Context: an optimization exercise on an open-source flow, tuned for small area, a short achievable clock period and few clock cycles per item. The choices shown serve that exercise and are no tape-out recipe. The RTL was checked by simulation tests, not by an equivalence proof against the original design.

== job 3310 ==
Design led_pattern_generator_unit, start of the top module:
module led_pattern_generator_unit (
    input  logic        clk,
    input  logic        rst_n,
    input  logic        cfg_we,
    input  logic [2:0]  cfg_index,
    input  logic [15:0] cfg_data,
    input  logic        in_valid,
    output logic        in_ready,
    input  logic [31:0] now_ms,
    output logic        out_valid,
    input  logic        out_ready,
    output logic [9:0]  pwm_level,
    output logic [6:0]  brightness_pct
);
    localparam logic [7:0] DIV_CUT = 8'b0111_1111;
    logic [2:0]  mode_reg;
    logic [15:0] slow_on_reg;
    logic [15:0] slow_off_reg;
    logic [15:0] fast_half_reg;
    logic [15:0] inhale_reg;
    logic [15:0] exhale_reg;
    logic [15:0] pause_reg;
    logic        mode_clear;
    logic        is_slow;        
    logic        is_fast;
    logic        is_breathe;
    always_ff @(posedge clk or negedge rst_n)
    begin
        if (!rst_n) begin
            mode_reg      <= MODE_OFF;
            slow_on_reg   <= RST_SLOW_ON;
            slow_off_reg  <= RST_SLOW_OFF;
            fast_half_reg <= RST_FAST_HALF;
            inhale_reg    <= RST_INHALE;
            exhale_reg    <= RST_EXHALE;
            pause_reg     <= RST_PAUSE;
        end else if (cfg_we) begin
            case (cfg_index)
                CFG_MODE:      mode_reg      <= cfg_data[2:0];
                CFG_SLOW_ON:   slow_on_reg   <= cfg_data;
                CFG_SLOW_OFF:  slow_off_reg  <= cfg_data;
                CFG_FAST_HALF: fast_half_reg <= cfg_data;
                CFG_INHALE:    inhale_reg    <= cfg_data;
                CFG_EXHALE:    exhale_reg    <= cfg_data;
                CFG_PAUSE:     pause_reg     <= cfg_data;
                default:       ;
            endcase
        end
    end
    always_ff @(posedge clk or negedge rst_n)
    begin
  ...
Size in the first run: about 3300 cells after synthesis, about 29000 um^2 of cells after synthesis.
clock: 9.0 ns
lec_check: 0
abc_area: 1
cap_margin: 20
core_margin: 2
core_utilization: 70
cts_cluster_diameter: 100
cts_cluster_size: 25
setup_slack_margin: 5
slew_margin: 20
tns_end_percent: 10
standard.sh (not shown) runs the stock make flow with config.mk's settings and CLKGATE_MAP_FILE= SYNTH_SCRIPT=/design/flow/synth_recipe.tcl, a recipe that flattens the netlist after the stock synthesis.
==> flow/flow/run.sh <==
#!/bin/bash
set -euo pipefail
bash standard.sh SETUP_SLACK_MARGIN=5.7 finish > standard_flow.log 2>&1
Job 3310: full flow OK, the timing, design-rule and antenna checks passed
Testbench counts of job 3310, summed over its fixed seeds: cycles 8,930, items 8,000.
Setup changes, job 3310 to job 1828
- CTS_CLUSTER_DIAMETER removed (was 100)
- TNS_END_PERCENT removed (was 10)
- CORE_UTILIZATION changed from 70 to 55
- CTS_CLUSTER_SIZE removed (was 25)
==> flow/run.sh (new file) <==
#!/bin/bash
# synth_recipe.tcl (not shown) runs the flow's synth.tcl, then flattens the netlist and writes it again
# the make line also repeats each setting of config.mk as NAME=value (left out here)
make -C /OpenROAD-flow-scripts/flow DESIGN_CONFIG=/design/flow/config.mk WORK_HOME=/design/flow/orfs CLKGATE_MAP_FILE= SYNTH_SCRIPT=/design/flow/synth_recipe.tcl finish
removed: flow/flow/run.sh
removed: flow/standard.sh
In job 1828 the implementation ran to completion but is not tape-out ready, as the final checks report capacitance limit, slew limit.
Global-route usage over all layers in job 1828 is 7.0 points lower than in job 3310
Comparing job 1828 with job 3310, the register area came out essentially unchanged.
Cmp job 3310 and job 1828 / met2 capacity usage during global routing / higher: job 3310
Compared to job 3310, the routing of job 1828 uses less wire.
Via density per instance of job 1828 falls short of that of job 3310 by a little under 10%.
Inputs modified between job 1828 and job 8046:
- TNS_END_PERCENT: unset -> 10
- GPL_ROUTABILITY_DRIVEN: unset -> 0
- PLACE_DENSITY: unset -> 0.8
- CTS_CLUSTER_DIAMETER: unset -> 100
- CTS_CLUSTER_SIZE: unset -> 25
==> flow/flow/run.sh (new file) <==
#!/bin/bash
set -euo pipefail
bash standard.sh SETUP_SLACK_MARGIN=5.7 finish > standard_flow.log 2>&1
==> flow/standard.sh (new file) <==
#!/bin/bash
# synth_recipe.tcl (not shown) runs the flow's synth.tcl, then flattens the netlist and writes it again
# the make line also repeats each setting of config.mk as NAME=value (left out here)
make -C /OpenROAD-flow-scripts/flow DESIGN_CONFIG=/design/flow/config.mk WORK_HOME=/design/flow/orfs CLKGATE_MAP_FILE= SYNTH_SCRIPT=/design/flow/synth_recipe.tcl "${@:-finish}"
removed: flow/run.sh
[summary]
Both conditions hold for job 8046: the flow ran to the end and the final layout passed the timing, design-rule and antenna checks.
Final cell count up about 0.47% in job 8046 wrt job 1828
Routing usage on met3 of job 8046 is on par with job 1828.
Job 1828 leaves less setup margin than job 8046.
Per the comparison of job 8046 with job 1828, global-route wire length before repair shows a reduction of about 4.4%; total non-filler cell area in the finished layout held steady; total detailed-routing wirelength lower; vias after detailed routing went up.
In terms of final cell utilization of the core, job 1828 and job 8046 differ only marginally.
sky130_fd_sc_hd__fa_1 as the cell type of the slowest stage on the worst timing path was reported by job 8046, and sky130_fd_sc_hd__dfrtp_2 by job 1828.
Going from job 1828 to job 8046, maximum clock frequency shows an increase of 5.4%.

Starting RTL as in the previous note.
Settings: LEC_CHECK=0, ABC_AREA=1, CAP_MARGIN=20, CORE_MARGIN=2, CORE_UTILIZATION=55, CTS_CLUSTER_DIAMETER=100, CTS_CLUSTER_SIZE=25, PLACE_DENSITY=0.8, SETUP_SLACK_MARGIN=5, SLEW_MARGIN=20, TNS_END_PERCENT=10; clock period 9.0 ns.
==> flow/flow/run.sh <==
#!/bin/bash
set -euo pipefail
bash standard.sh SETUP_SLACK_MARGIN=5.7 \
    "BUFFER_PORTS_ARGS=-buffer_cell sky130_fd_sc_hd__buf_2" finish > standard_flow.log 2>&1
Testbench counts at the start, summed over its fixed seeds: cycles 8,930, items 8,000.
Edit:
==> flow/flow/run.sh (replaced) <==
#!/bin/bash
set -euo pipefail
bash standard.sh SETUP_SLACK_MARGIN=6 finish > standard_flow.log 2>&1
--- a/flow/config.mk
+++ b/flow/config.mk
@@ -13,3 +13,2 @@
 export CTS_CLUSTER_SIZE = 25
-export PLACE_DENSITY = 0.8
 export SETUP_SLACK_MARGIN = 5
After rerunning: Final cell count came out higher by 1.9%; setup slack gains 65 ps; utilization came out higher by 3.2 points; via count came out higher by 0.60%; non-clock buffer count came out higher by 67; wire length came out higher by 11%.
Edit:
==> flow/flow/run.sh (replaced) <==
#!/bin/bash
set -euo pipefail
bash standard.sh SETUP_SLACK_MARGIN=5.7 finish > standard_flow.log 2>&1
--- a/flow/config.mk
+++ b/flow/config.mk
@@ -13,2 +13,3 @@
 export CTS_CLUSTER_SIZE = 25
+export PLACE_DENSITY = 0.8
 export SETUP_SLACK_MARGIN = 5
Result: Count of clock-buffer cells in the layout went down by 2; synthesized area stays the same; setup slack is better by 14 ps.
Edit:
==> flow/flow/run.sh (replaced) <==
#!/bin/bash
set -euo pipefail
bash standard.sh SETUP_SLACK_MARGIN=5.5 finish > standard_flow.log 2>&1
--- a/flow/config.mk
+++ b/flow/config.mk
@@ -13,3 +13,2 @@
 export CTS_CLUSTER_SIZE = 25
-export PLACE_DENSITY = 0.8
 export SETUP_SLACK_MARGIN = 5
The new run completed without violations.
Worst hold slack hardly moves.
Non-clock buffer count falls by 8.
Routed wire length rises by 7.8%.
Global-route usage rises by 2.6 points.
Fmax falls by 3.1%.
Cell count is about the same.
Via count falls by 1.3%.
Cell area falls by 0.34%.
Die area stays the same.

[what the ideal ports hide]
How much do the figures lean on ideal ports? The routed layouts below were timed once more, with nothing changed but the port constraints. Step 1, drivers: a clkbuf_16 drives clk and a buf_2 each remaining input, both assumed. Step 2, shift: input delay + t, output delay - t, t = (earliest + latest rising clock arrival at the registers) / 2. This alone moves slack from input paths to output paths. Three values: ideal, step 1, step 2; two values: the first two.
run	shift t [ns]	setup WS [ns]	hold slack, ns	latest minus earliest clock arrival (ns)	slew at the worst register clock pin (ns)
job 3310	0.631	5.223 / 5.223 / 4.980	0.423 / 0.423 / 0.423	0.027 / 0.027	0.11 / 0.11
job 1828	0.664	5.095 / 5.034 / 5.061	0.414 / 0.414 / 0.414	0.021 / 0.022	0.06 / 0.06
job 8046	0.653	5.295 / 5.295 / 5.103	0.411 / 0.411 / 0.411	0.021 / 0.020	0.11 / 0.11
the first run of note 2	0.637	5.301 / 5.301 / 5.301	0.420 / 0.420 / 0.420	0.022 / 0.021	0.11 / 0.11
the second run of note 2	0.647	5.366 / 5.366 / 5.089	0.417 / 0.417 / 0.417	0.031 / 0.031	0.11 / 0.11
the third run of note 2	0.642	5.380 / 5.380 / 5.114	0.425 / 0.425 / 0.425	0.026 / 0.026	0.10 / 0.10
the fourth run of note 2	0.641	5.263 / 5.263 / 5.072	0.427 / 0.427 / 0.427	0.021 / 0.021	0.11 / 0.11
The setup slack of the second run of note 2, which loses most, moves by 0.000 ns with the drivers and by -0.277 ns with both steps.
